From an optimization exercise on the open Yosys and OpenROAD flow, aimed at small area; shortcuts taken in it are not production practice. Where RTL was checked, it was by simulation tests only, not by an equivalence proof against the original. The RTL of runs 2 and 3 was laid out without a check of its function. Power is estimated from default activity; no workload was simulated.

<file path="flow/flow/run.sh">
#!/bin/bash
# Standard synthesis and layout, with a leaner clock tree (small buffers, larger sink
# clusters, no dummy loads) and the smallest buffer on the ports. Each tool's log is
# under orfs/logs; the whole output of the make run goes to standard.log.
set -euo pipefail
export CTS_ARGS="-sink_clustering_enable -repair_clock_nets -dont_use_dummy_load -sink_clustering_size 20 -sink_clustering_max_diameter 60 -buf_list sky130_fd_sc_hd__clkbuf_8"
export BUFFER_PORTS_ARGS="-buffer_cell sky130_fd_sc_hd__buf_1"
bash standard.sh > standard.log 2>&1
</file>
<file path="flow/standard.sh">
#!/bin/bash
# synth_recipe.tcl (not shown) runs the flow's synth.tcl, then flattens the netlist and writes it again
# the make line also repeats each setting of config.mk as NAME=value (left out here)
make -C /OpenROAD-flow-scripts/flow DESIGN_CONFIG=/design/flow/config.mk WORK_HOME=/design/flow/orfs CLKGATE_MAP_FILE= SYNTH_SCRIPT=/design/flow/synth_recipe.tcl "${@:-finish}"
</file>
<file path="flow/config.mk">
export PLATFORM = sky130hd
export DESIGN_NAME = wm_pixel_window
export DESIGN_NICKNAME = wm_pixel_window
export VERILOG_FILES = /design/flow/design.v
export SDC_FILE = /design/flow/constraint.sdc
export NUM_CORES = 4
export LEC_CHECK = 0
export CAP_MARGIN = 10
export CORE_MARGIN = 2
export CORE_UTILIZATION = 70
export PLACE_DENSITY = 0.8
export SLEW_MARGIN = 10
</file>
<file path="flow/constraint.sdc">
create_clock -name core_clock -period 6.0 [get_ports {clk}]
set_input_delay 1.2000 -clock core_clock [delete_from_list [all_inputs] [get_ports {clk}]]
set_output_delay 1.2000 -clock core_clock [all_outputs]
set_load 0.01 [all_outputs]
</file>
<file path="flow/design.v">
module wm_pixel_window #(
  parameter int IMG_W   = 256,
  parameter int IMG_H   = 256,
  parameter int WM_SYMS = 4096
) (
  input  logic       clk,
  input  logic       rst_n,
  input  logic       start,
  input  logic [7:0] pix_in,
  input  logic       pix_valid,
  output logic       pix_ready,
  input  logic [7:0] wm_byte,
  input  logic       wm_valid,
  output logic       wm_ready,
  output logic [7:0] data1,
  output logic [7:0] data2,
  output logic [7:0] data3,
  output logic [7:0] data4,
  output logic [1:0] wm_data,
  output logic       out_valid,
  output logic       busy,
  output logic       frame_done
);
  localparam int CW = $clog2(IMG_W);
  localparam int RW = $clog2(IMG_H);
  localparam int SR_LEN = IMG_W + 1;    
  logic          r_busy;
  logic [RW-1:0] r_row;
  logic [CW-1:0] r_col;
  logic          r_sym_avail;
  logic [7:0]    r_wm_byte;
  logic          r_win;                 
  logic [7:0]    r_sr [1:SR_LEN];
  logic       w_interior, w_needs_sym, w_accept, w_wm_accept, w_last, w_sym_win;
  logic [1:0] w_idx;
  logic [1:0] w_sym;
  assign w_interior  = (r_row != '0) && (r_col != '0);
  assign w_sym_win   = (r_row < RW'(17)) || ((r_row == RW'(17)) && (r_col < CW'(17)));
  assign w_needs_sym = w_interior && w_sym_win;
  assign busy        = r_busy;
  assign pix_ready   = r_busy && (!w_needs_sym || r_sym_avail);
  assign wm_ready    = r_busy && !r_sym_avail;
  assign w_accept    = pix_valid && pix_ready;
  assign w_wm_accept = wm_valid && wm_ready;
  assign w_last      = (r_row == RW'(IMG_H - 1)) && (r_col == CW'(IMG_W - 1));
  assign w_idx       = r_col[1:0] - r_row[1:0];
  assign frame_done  = out_valid && !r_busy;
  always_comb begin
    case (w_idx)
      2'd0: w_sym = r_wm_byte[7:6];
      2'd1: w_sym = r_wm_byte[5:4];
      2'd2: w_sym = r_wm_byte[3:2];
      default: w_sym = r_wm_byte[1:0];
    endcase
  end
  always_ff @(posedge clk or negedge rst_n) begin
    if (!rst_n) begin
      r_busy      <= 1'b0;
      r_row       <= '0;
      r_col       <= '0;
      r_sym_avail <= 1'b0;
      r_win       <= 1'b0;
      data1       <= '0;
      wm_data     <= '0;
      out_valid   <= 1'b0;
    end else begin
      out_valid <= w_accept;
      if (!r_busy) begin
        r_busy      <= start;
        r_sym_avail <= 1'b0;
      end else begin
        if (w_wm_accept) r_sym_avail <= 1'b1;
        if (w_accept) begin
          if (w_last) r_busy <= 1'b0;
          if (r_col == CW'(IMG_W - 1)) r_row <= r_row + RW'(1);
          r_col <= r_col + CW'(1);
          if (w_needs_sym && (w_idx == 2'd3)) r_sym_avail <= 1'b0;
        end
      end
      if (w_accept) begin
        data1   <= pix_in;
        r_win   <= w_interior;
        wm_data <= w_needs_sym ? w_sym : 2'b00;
      end
    end
  end
  always_ff @(posedge clk) begin
    if (w_wm_accept) r_wm_byte <= wm_byte;
    if (w_accept) begin
      r_sr[1] <= data1;
      for (int i = 2; i <= SR_LEN; i++) r_sr[i] <= r_sr[i-1];
    end
  end
  assign data2 = r_win ? r_sr[1]      : data1;
  assign data3 = r_win ? r_sr[IMG_W]  : data1;
  assign data4 = r_win ? r_sr[SR_LEN] : data1;
endmodule
</file>
==> impl_metrics.py, run 1 <==
metrics = {
    "run_status": {
        "status": "timing/DRC/antenna clean",
    },
    "route": {
        "wire_per_inst_um": 20.9,
        "ant_nets": 0,
        "drt-initial-drc-count": 2331,
        "vias": 20571,
        "via_per_inst": 5.66,
        "wl_um": 75900,
        "drcViolationCount": 0,
        "firstDrtPassIters": 5,
    },
    "global_route": {
        "antenna_found_initial": 1,
        "first_global_vias": 19880,
        "grt_start_max_net_pins": 212,
        "grt_pass1_wl_um": 114000,
        "grt_util_all_layers_pct": 16.1,
        "grt_overflow": 0,
    },
    "yosys": {
        "synthCells": 2258,
        "yosysSeqAreaShare_pct": 98.3,
        "async_flop_share_pct": 1.43,
        "ys_warn_count": 2,
        "syn_avg_cell_area_um2": 28.3,
        "yosys.area.top_type_share_pct": 97.1,
        "ys_types": 37,
        "synthTopCellsByArea": "edfxtp_1, dfrtp_1, nand2_1",
        "netlist_area_um2": 63800,
        "synth_seq_cells": 2094,
        "synth_edf_count": 2064,
        "syn_nets": 2286,
        "synth_top_flop_cell": "edfxtp_1",
        "synth_top_cell_by_area": "edfxtp_1",
    },
    "place": {
        "port-buffer-count": 59,
        "place_congestion": 0.761,
        "dp_hpwl_um": 36800,
        "placed_cells": 3514,
    },
    "cts": {
        "clock_sinks": 2094,
        "numCtsBuffers": 120,
        "htree_levels": 3,
        "clk_latency_ns": 0.79,
        "cts_tree": "built",
        "cts-hold-fix-buffers": 0,
        "post-cts-setup-buffer-count": 0,
        "post_cts_resized": 0,
        "cts_buffer_depth": 3,
        "cts_root_buffer": "clkbuf_8",
        "path_clk_slew_ns": 0.12,
    },
    "cells_and_area": {
        "regArea_um2": 62700,
        "area_growth_pct": 5.83,
        "layout_common_cells": "edfxtp_1, clkbuf_8, buf_1",
        "drive_gt1_share_pct": 6.79,
        "multi_input_area_um2": 1050,
        "final_common_cell": "edfxtp_1",
        "layout.nets": 2488,
        "fill_cells": 4275,
        "fin_util_pct": 74.9,
        "final_cells": 3636,
    },
    "die": {
        "start_util_pct": 70.8,
        "die_y_um": 306,
        "std_cell_rows": 110,
        "ios": 60,
        "die_w_um": 306,
        "coreArea_um2": 90100,
        "die_area_um2": 93600,
    },
    "critical_path": {
        "crit_type": "flip-flop to output port",
        "cp_data_arrival_time_ns": 2.71,
        "critPathMaxStageDelay_ns": 0.49,
        "startpoint_type": "flip-flop",
        "r2r-end": "r_sr[226][1]$_DFFE_PN_",
        "required_ns": 4.80,
        "reg2reg_slack_ns": 2.36,
        "cp_cell_sequence": "inv_1 > ha_1 > or4b_1 > and2_4 > nand4b_4 > and2_1 > buf_1",
        "r2r_cells": 8,
        "reg2reg_from": "r_row[0]$_DFFE_PN0P_",
        "cpMaxStageDelayCell": "dfrtp_1",
        "cp-end-kind": "output port",
        "crit_path_max_fanout": 14,
    },
    "sta": {
        "tightest_slew_ns": 1.10,
        "slew_headroom_pct": 26.6,
        "hold-worst-slack_ns": 0.374,
        "drv_slew": 0,
        "final-hold-violation-count": 0,
        "rsz0062_at_grt": "false",
        "layout_min_cycle_time_ns": 3.91,
        "min_period_over_period_pct": 65.2,
        "skew_ns": 0.0702,
        "setup_viol": 0,
        "fmax_mhz": 256,
    },
    "pwr": {
        "pwr-share-seq_pct": 73.2,
        "p_per_area_nw_per_um2": 330,
        "ir_drop_mv": 0.239,
        "p_sw_share_pct": 18.7,
        "p_comb_share_pct": 2.4,
        "p_clk_share_pct": 24.4,
        "p_sw_uw": 4170,
        "internal_power_uw": 18100,
        "leakagePower_uw": 0.0172,
    },
    "worst_hold_path": {
        "hold_path.class": "flip-flop to flip-flop",
        "whs_path_depth": 0,
        "holdPathEnd": "r_sr[119][6]$_DFFE_PN_",
        "worstHoldStart": "r_sr[118][6]$_DFFE_PN_",
    },
    "run": {
        "max_cap_viol_count": 0,
    },
}
## layout make-up
type,instances,share of cell area (%)
timing repair buffer,86,0.907
inverter,7,0.0630
multi-input combinational,151,1.55
antenna,2,0.00741
clock buffer,120,2.44
sequential,2094,92.8
tap,1176,2.18
## Yosys cell counts (all sizes together), types with 3 or more instances
| master | count |
|---|---|
| and2 | 4 |
| inv | 7 |
| nand4 | 3 |
| nand2b | 9 |
| and3 | 6 |
| o21ai | 3 |
| nor2 | 5 |
| nor3 | 4 |
| edfxtp | 2064 |
| ha | 7 |
| mux2 | 10 |
| xnor2 | 15 |
| clkbuf | 4 |
| nand2 | 53 |
| nand3 | 12 |
| dfrtp | 30 |
| nand3b | 3 |
## metal layers
layer	wire length [um]	global-route usage [%]	vias to the layer above
met2	32800	22.4	443
li1	-	-	9330
met5	0	0	-
met1	37700	27.2	10666
met4	1730	4.38	0
met3	3750	3.09	132
## cells by family after synthesis
| group | count (synthesis) | synth area share, % |
|---|---|---|
| compound gates | 10 | 0.145 |
| xor+xnor | 16 | 0.220 |
| fa+ha+maj | 7 | 0.137 |
| buf+inv | 13 | 0.0999 |
| flops | 2094 | 98.3 |
| mux | 12 | 0.288 |
| simple gates | 106 | 0.849 |
## sequential cells by signal, indices dropped and copies added (netlist names)
name         flops
r_sr          2056
data1            8
r_col            8
r_row            8
r_wm_byte        8
wm_data          2
out_valid        1
r_busy           1
r_sym_avail      1
r_win            1
## worst max-delay path by stage
stage                                     from                   end  slack (ns)
after global placement    r_row[0]$_DFFE_PN0P_  data1[3]$_DFFE_PN0N_        2.55
after detailed placement  r_row[0]$_DFFE_PN0P_  data1[0]$_DFFE_PN0N_        2.41
after global routing      r_row[0]$_DFFE_PN0P_             pix_ready        1.92
final                     r_row[0]$_DFFE_PN0P_             pix_ready        2.09
after CTS                 r_row[0]$_DFFE_PN0P_             pix_ready        2.01
after floorplan           r_row[0]$_DFFE_PN0P_  data1[0]$_DFFE_PN0N_       -1.16
## worst max-delay path, delay by kind of cell, from the launching register on
kind | cells | cell delay (ns)
and+or+nand+nor | 4 | 1.00
buffers and inverters | 2 | 0.27
adders and majority gates | 1 | 0.18
DFF | 1 | 0.49
## through the flow
step	total power [uW]	area, um2	setup TNS [ns]	setup WS, ns
finish	22300	67600	0	2.09
detailed placement	17200	65900	0	2.41
global placement	17200	65900	0	2.55
floorplan	17100	63900	-1988.48	-1.16
CTS	22600	67600	0	2.01
global route	23100	67600	0	1.92
## power groups by stage
stage / Clock [uW] / Combinational, uW / Sequential [uW]
floorplan: 0 / 369 / 16700
finish: 5440 / 542 / 16300
global route: 6140 / 604 / 16300
detailed placement: 0 / 556 / 16600
global placement: 0 / 520 / 16600
CTS: 5690 / 549 / 16300
==> run 2, diff against run 1 <==
--- a/flow/design.v
+++ b/flow/design.v
@@ -57,7 +57,4 @@
     if (!rst_n) begin
       r_busy      <= 1'b0;
-      r_row       <= '0;
-      r_col       <= '0;
-      r_sym_avail <= 1'b0;
       r_win       <= 1'b0;
       data1       <= '0;
@@ -66,20 +63,24 @@
     end else begin
       out_valid <= w_accept;
-      if (!r_busy) begin
-        r_busy      <= start;
-        r_sym_avail <= 1'b0;
-      end else begin
-        if (w_wm_accept) r_sym_avail <= 1'b1;
-        if (w_accept) begin
-          if (w_last) r_busy <= 1'b0;
-          if (r_col == CW'(IMG_W - 1)) r_row <= r_row + RW'(1);
-          r_col <= r_col + CW'(1);
-          if (w_needs_sym && (w_idx == 2'd3)) r_sym_avail <= 1'b0;
-        end
-      end
+      if (!r_busy) r_busy <= start;
+      else if (w_accept && w_last) r_busy <= 1'b0;
       if (w_accept) begin
         data1   <= pix_in;
         r_win   <= w_interior;
         wm_data <= w_needs_sym ? w_sym : 2'b00;
+      end
+    end
+  end
+  always_ff @(posedge clk) begin
+    if (!r_busy) begin
+      r_row       <= '0;
+      r_col       <= '0;
+      r_sym_avail <= 1'b0;
+    end else begin
+      if (w_wm_accept) r_sym_avail <= 1'b1;
+      if (w_accept) begin
+        if (r_col == CW'(IMG_W - 1)) r_row <= r_row + RW'(1);
+        r_col <= r_col + CW'(1);
+        if (w_needs_sym && (w_idx == 2'd3)) r_sym_avail <= 1'b0;
       end
     end
--- a/flow/config.mk
+++ b/flow/config.mk
@@ -8,5 +8,5 @@
 export CAP_MARGIN = 10
 export CORE_MARGIN = 2
-export CORE_UTILIZATION = 70
-export PLACE_DENSITY = 0.8
+export CORE_UTILIZATION = 65
+export PLACE_DENSITY = 0.75
 export SLEW_MARGIN = 10
==> impl_metrics.py, run 2 <==
metrics = {
    "yosys": {
        "async_flop_share_pct": 0.621,
        "synthMuxAreaShare_pct": 0.306,
        "yosysSeqAreaShare_pct": 98.2,
        "synthTopCellsByArea": "edfxtp_1, dfxtp_1, dfrtp_1",
        "syn_avg_cell_area_um2": 27.9,
        "synth_top_family_by_area": "simple AND/OR/NAND/NOR gates",
        "synthXorXnorAreaFrac_pct": 0.0275,
        "netlist_area_um2": 63800,
        "synth_top_flop_cell": "edfxtp_1",
        "yosys.area.top_type_share_pct": 97.2,
        "synth_edf_count": 2064,
        "ys_types": 43,
        "ys_warn_count": 2,
        "synth.most_common_cell": "edfxtp_1",
        "synth-simple-area-share_pct": 0.863,
        "synth_compound_area_share_pct": 0.306,
        "synthAdderAreaFrac_pct": 0.137,
        "synth_seq_cells": 2094,
        "synth_common_cells": "edfxtp_1, nand2_1, dfxtp_1",
        "synth_top_cell_by_area": "edfxtp_1",
        "synthCells": 2284,
        "syn_nets": 2312,
    },
    "place": {
        "place_congestion": 0.789,
        "place_area_um2": 66100,
        "dp_hpwl_um": 34600,
        "port-buffer-count": 59,
    },
    "global_route": {
        "first_global_vias": 19732,
        "antenna_found_initial": 6,
        "grt_start_max_net_pins": 178,
        "grt_overflow": 0,
        "grt_util_all_layers_pct": 14.2,
        "grt_pass1_wl_um": 109000,
    },
    "pwr": {
        "finalPower_uw": 24500,
        "leakagePower_uw": 0.0170,
        "ir_drop_mv": 0.261,
        "p_per_area_nw_per_um2": 362,
    },
    "cts": {
        "htree_levels": 3,
        "cts_root_buffer": "clkbuf_8",
        "path_clk_slew_ns": 0.11,
        "clock_sinks": 2094,
        "cts_buffer_depth": 3,
        "post-cts-setup-buffer-count": 0,
        "numCtsBuffers": 121,
        "post_cts_resized": 0,
        "clk_latency_ns": 0.81,
        "cts_tree": "built",
        "cts-hold-fix-buffers": 0,
    },
    "run": {
        "max_cap_viol_count": 0,
    },
    "critical_path": {
        "cp_data_arrival_time_ns": 4.24,
        "required_ns": 6.37,
        "crit_type": "flip-flop to flip-flop",
        "startpoint_type": "flip-flop",
        "crit_path_max_fanout": 90,
        "reg2reg_slack_ns": 2.13,
        "cp-end-kind": "flip-flop",
    },
    "run_status": {
        "status": "timing/DRC/antenna clean",
    },
    "cells_and_area": {
        "largest-register": "r_sr",
        "final_common_cell": "edfxtp_1",
        "layout.nets": 2523,
        "layout_common_cells": "edfxtp_1, clkbuf_8, nand2_1",
        "drive_gt1_share_pct": 6.66,
        "post-route-cell-area_um2": 67700,
        "largest_reg_flops": 2056,
        "area_growth_pct": 6.21,
        "fill_cells": 5288,
    },
    "sta": {
        "final-hold-violation-count": 0,
        "tightest_slew_ns": 1.22,
        "fmax_mhz": 258,
        "drv_slew": 0,
        "slew_headroom_pct": 18.6,
        "setup_viol": 0,
        "min_period_over_period_pct": 64.5,
        "layout_min_cycle_time_ns": 3.87,
        "skew_ns": 0.0992,
        "rsz0062_at_grt": "false",
        "timing.setup.tns_ns": 0,
    },
    "die": {
        "ios": 60,
        "start_util_pct": 65.8,
        "std_cell_rows": 114,
        "die_y_um": 317,
        "die_area_um2": 101000,
        "die_w_um": 317,
        "coreArea_um2": 97000,
    },
    "route": {
        "wl_um": 73400,
        "via_per_inst": 5.49,
        "firstDrtPassIters": 7,
        "vias": 20694,
        "drt-initial-drc-count": 1938,
        "ant_nets": 0,
        "drcViolationCount": 0,
        "wire_per_inst_um": 19.5,
    },
    "worst_hold_path": {
        "hold_path.class": "flip-flop to flip-flop",
    },
}
-- run 2: cell families after synthesis --
| logic type | Yosys count |
|---|---|
| and+or+nand+nor | 114 |
| muxes | 16 |
| DFF | 2094 |
| AOI/OAI and AO/OA | 30 |
| adders and majority gates | 7 |
| buffers and inverters | 21 |
| xor gates and xnor gates | 2 |
-- run 2: cell type report --
type	count	area [um2]	share of cell area, %
antenna	3	7.51	0.0111
timing repair buffer	96	699	1.03
clock buffer	121	1670	2.46
inverter	13	48.8	0.0720
sequential	2094	62600	92.5
tap	1276	1600	2.36
multi-input combinational	169	1090	1.60
-- run 2: through the flow --
| stage | hold slack, ns | utilization (%) | std cells | setup WS, ns |
|---|---|---|---|---|
| after floorplan | 0.400 | - | 2284 | -0.959 |
| after global placement | 0.400 | 68.1 | 3648 | 2.07 |
| after detailed placement | 0.405 | 68.1 | 3648 | 1.93 |
| after CTS | 0.309 | 69.8 | 3769 | 2.10 |
| after global routing | 0.329 | 69.8 | 3772 | 1.88 |
| final | 0.313 | 69.8 | 3772 | 2.13 |
-- run 2: metal layers --
metal	routed length (um)	global-route usage, %	vias up
met5	0	0	-
met4	1530	3.93	0
met3	3900	3.14	118
met2	30100	19.0	443
met1	37900	24.3	10655
li1	-	-	9478
-- run 2: worst paths after layout --
kind / from / end / cells past startpoint
worst max-delay path: r_row[1]$_SDFFE_PN0P_ / r_sr[126][6]$_DFFE_PP_ / 8
worst min-delay path: r_sr[96][2]$_DFFE_PP_ / r_sr[97][2]$_DFFE_PP_ / 0
worst max register to register: r_row[1]$_SDFFE_PN0P_ / r_sr[126][6]$_DFFE_PP_ / 8
worst min register to register: r_sr[96][2]$_DFFE_PP_ / r_sr[97][2]$_DFFE_PP_ / 0
max in group asynchronous: rst_n / r_busy$_DFF_PN0_ / 2
min in group asynchronous: rst_n / data1[0]$_DFFE_PN0P_ / 2
-- run 2: power breakdown --
| group | internal, uW | switching, uW | leakage (uW) |
|---|---|---|---|
| registers | 17300 | 270 | 0.0153 |
| logic | 287 | 1260 | 0.000841 |
| clock network | 1810 | 3650 | 0.000870 |
-- run 2: worst max-delay path, cell delays in order, from the launching register on --
cell	delay [ns]
dfxtp_1	0.45
inv_1	0.11
ha_1	0.18
nor4b_1	0.14
o32ai_1	0.48
nor4bb_4	0.14
nor2_4	0.94
buf_12	0.46
buf_4	0.50
==> run 3, diff against run 2 <==
==> flow/flow/run.sh (replaced) <==
#!/bin/bash
# Standard synthesis and layout, with a leaner clock tree (small buffers, larger sink
# clusters, no dummy loads) and the smallest buffer on the ports. Each tool's log is
# under orfs/logs; the whole output of the make run goes to standard.log.
set -euo pipefail
export CTS_ARGS="-sink_clustering_enable -repair_clock_nets -dont_use_dummy_load -sink_clustering_size 18 -sink_clustering_max_diameter 60 -buf_list sky130_fd_sc_hd__clkbuf_8"
export BUFFER_PORTS_ARGS="-buffer_cell sky130_fd_sc_hd__buf_1"
bash standard.sh > standard.log 2>&1
==> impl_metrics.py, run 3 <==
metrics = {
    "critical_path": {
        "path_buf_inv": 3,
        "cpMaxStageDelayCell": "nor2_4",
        "required_ns": 6.41,
        "r2r-end": "r_sr[128][6]$_DFFE_PP_",
        "startpoint_type": "flip-flop",
        "crit_path_max_fanout": 90,
        "r2r_cells": 8,
        "crit_family": "simple AND/OR/NAND/NOR gates",
        "reg2reg_slack_ns": 2.13,
        "cp_cell_sequence": "inv_1 > ha_1 > nor4b_1 > o32ai_1 > nor4bb_4 > nor2_4 > buf_12 > buf_4",
        "crit_type": "flip-flop to flip-flop",
        "cp_data_arrival_time_ns": 4.29,
        "cp-end-kind": "flip-flop",
        "reg2reg_from": "r_row[1]$_SDFFE_PN0P_",
        "critPathMaxStageDelay_ns": 0.93,
    },
    "route": {
        "wire_per_inst_um": 19.3,
        "firstDrtPassIters": 6,
        "drcViolationCount": 0,
        "drt-initial-drc-count": 2010,
        "wl_um": 73200,
        "vias": 20832,
        "via_per_inst": 5.50,
        "ant_nets": 0,
    },
    "cts": {
        "cts_root_buffer": "clkbuf_8",
        "post-cts-setup-buffer-count": 0,
        "numCtsBuffers": 139,
        "path_clk_slew_ns": 0.10,
        "htree_levels": 4,
        "clock_sinks": 2094,
        "cts_tree": "built",
        "cts_buffer_depth": 3,
        "post_cts_resized": 0,
        "clk_latency_ns": 0.83,
        "cts-hold-fix-buffers": 0,
    },
    "place": {
        "place_ws_ns": 1.93,
        "place_congestion": 0.789,
        "dp_hpwl_um": 34600,
        "port-buffer-count": 59,
        "placed_cells": 3648,
        "place_area_um2": 66100,
    },
    "cells_and_area": {
        "largest-register": "r_sr",
        "area_growth_pct": 6.59,
        "final_common_cell": "edfxtp_1",
        "layout.nets": 2541,
        "fin_util_pct": 70.1,
        "drive_gt1_share_pct": 7.33,
        "layout_common_cells": "edfxtp_1, clkbuf_8, nand2_1",
        "post-route-cell-area_um2": 68000,
        "final_cells": 3788,
        "largest_reg_flops": 2056,
        "fill_cells": 5236,
    },
    "yosys": {
        "ys_warn_count": 2,
        "synth_common_cells": "edfxtp_1, nand2_1, dfxtp_1",
        "synthCells": 2284,
        "synth.most_common_cell": "edfxtp_1",
        "async_flop_share_pct": 0.621,
        "netlist_area_um2": 63800,
        "synth_top_cell_by_area": "edfxtp_1",
        "synth_edf_count": 2064,
        "yosysSeqAreaShare_pct": 98.2,
        "synth_top_flop_cell": "edfxtp_1",
        "syn_avg_cell_area_um2": 27.9,
        "synthTopCellsByArea": "edfxtp_1, dfxtp_1, dfrtp_1",
        "synth_seq_cells": 2094,
        "ys_types": 43,
        "syn_nets": 2312,
        "yosys.area.top_type_share_pct": 97.2,
    },
    "global_route": {
        "grt_start_max_net_pins": 178,
        "grt_pass1_wl_um": 110000,
        "grt_util_all_layers_pct": 14.5,
        "grt_overflow": 0,
        "antenna_found_initial": 6,
        "first_global_vias": 19813,
    },
    "sta": {
        "layout_min_cycle_time_ns": 3.87,
        "drv_slew": 0,
        "final-hold-violation-count": 0,
        "rsz0062_at_grt": "false",
        "slew_headroom_pct": 18.8,
        "tightest_slew_ns": 1.21,
        "min_period_over_period_pct": 64.6,
        "setup_ws_ns": 2.13,
        "setup_viol": 0,
        "skew_ns": 0.0870,
        "fmax_mhz": 258,
    },
    "die": {
        "coreArea_um2": 97000,
        "std_cell_rows": 114,
        "die_w_um": 317,
        "die_y_um": 317,
        "ios": 60,
        "die_area_um2": 101000,
        "start_util_pct": 65.8,
    },
    "pwr": {
        "p_per_area_nw_per_um2": 366,
        "leakagePower_uw": 0.0171,
        "ir_drop_mv": 0.233,
        "finalPower_uw": 24900,
    },
    "run_status": {
        "status": "timing/DRC/antenna clean",
    },
    "worst_hold_path": {
        "worstHoldStart": "r_sr[96][2]$_DFFE_PP_",
        "whs_path_depth": 0,
        "hold_path.class": "flip-flop to flip-flop",
        "holdPathEnd": "r_sr[97][2]$_DFFE_PP_",
    },
    "run": {
        "max_cap_viol_count": 0,
    },
}
[run 3: cell type report]
| cell class | count | area, um2 | area share, % |
|---|---|---|---|
| flip-flops and latches | 2094 | 62600 | 92.1 |
| clock buffers | 139 | 1910 | 2.81 |
| well taps | 1276 | 1600 | 2.35 |
| multi-input cells | 169 | 1090 | 1.60 |
| repair buffers | 96 | 699 | 1.03 |
| inverters | 13 | 48.8 | 0.0718 |
| diodes | 1 | 2.50 | 0.00368 |
[run 3: metrics by stage]
| step | hold slack, ns | setup TNS [ns] |
|---|---|---|
| global placement | 0.400 | 0 |
| global route | 0.270 | 0 |
| floorplan | 0.400 | -1863.91 |
| CTS | 0.242 | 0 |
| finish | 0.324 | 0 |
| detailed placement | 0.405 | 0 |
[run 3: worst max-delay path by stage]
| stage | start | to | slack (ns) | cells after the start |
|---|---|---|---|---|
| 6_report | r_row[1]$_SDFFE_PN0P_ | r_sr[128][6]$_DFFE_PP_ | 2.13 | 8 |
| 5_1_grt | r_row[0]$_SDFFE_PN0P_ | r_sr[126][6]$_DFFE_PP_ | 1.86 | 7 |
| 4_1_cts | r_row[0]$_SDFFE_PN0P_ | pix_ready | 2.08 | 6 |
| 3_5_place_dp | pix_valid | r_sr[178][4]$_DFFE_PP_ | 1.93 | 5 |
| 3_3_place_gp | pix_valid | r_sr[242][4]$_DFFE_PP_ | 2.07 | 5 |
| 2_1_floorplan | pix_valid | out_valid$_DFF_PN0_ | -0.96 | 3 |
[run 3: routing by layer]
metal | global-route usage (%) | share of wire (%)
met3 | 3.55 | 5.6
met5 | 0 | 0
met4 | 4.67 | 2.0
met1 | 24.5 | 52
met2 | 18.8 | 41
[run 3: kinds of logic after synthesis]
family                   count (synthesis)  synth area share [%]
buffers and inverters                   21                 0.155
AND/OR/NAND/NOR                        114                 0.863
flip-flops                            2094                  98.2
multiplexers                            16                 0.306
XOR/XNOR                                 2                0.0275
adder cells (fa/ha/maj)                  7                 0.137
AO/OA/AOI/OAI                           30                 0.306
[run 3: where the power goes]
group	leakage (uW)	switching, uW	internal, uW
Combinational	0.000841	1260	288
Clock	0.000999	3710	2090
Sequential	0.0153	268	17300
Total	0.0171	5230	19600

[separate check: timing with driven ports]
The flow's constraints put no driver on any port. The routed layouts listed below were extracted and timed again, unchanged, in two steps. Step 1 sets driving cells, clkbuf_16 on the clock port and buf_2 on the other inputs (assumed; they add their load-dependent delay and slew). Step 2, shift: input delay + t, output delay - t, t = (earliest + latest rising clock arrival at the registers) / 2. This alone moves slack from input paths to output paths. a / b / c = no drivers / after step 1 / after step 2; a / b = the first two.
run | t (ns) | setup slack, ns | worst setup path after step 2 | slew at the worst register clock pin (ns)
run 1 | 0.819 | 2.090 / 2.027 / 2.357 | register to register | 0.12 / 0.12
run 2 | 0.820 | 2.128 / 2.128 / 2.023 | input to register | 0.13 / 0.13
run 3 | 0.852 | 2.126 / 2.099 / 2.055 | input to register | 0.10 / 0.10
After both steps setup and hold are still met in every run listed. For run 2, which loses most, drivers alone change the setup slack by 0.000 ns; drivers and shift together by -0.105 ns.
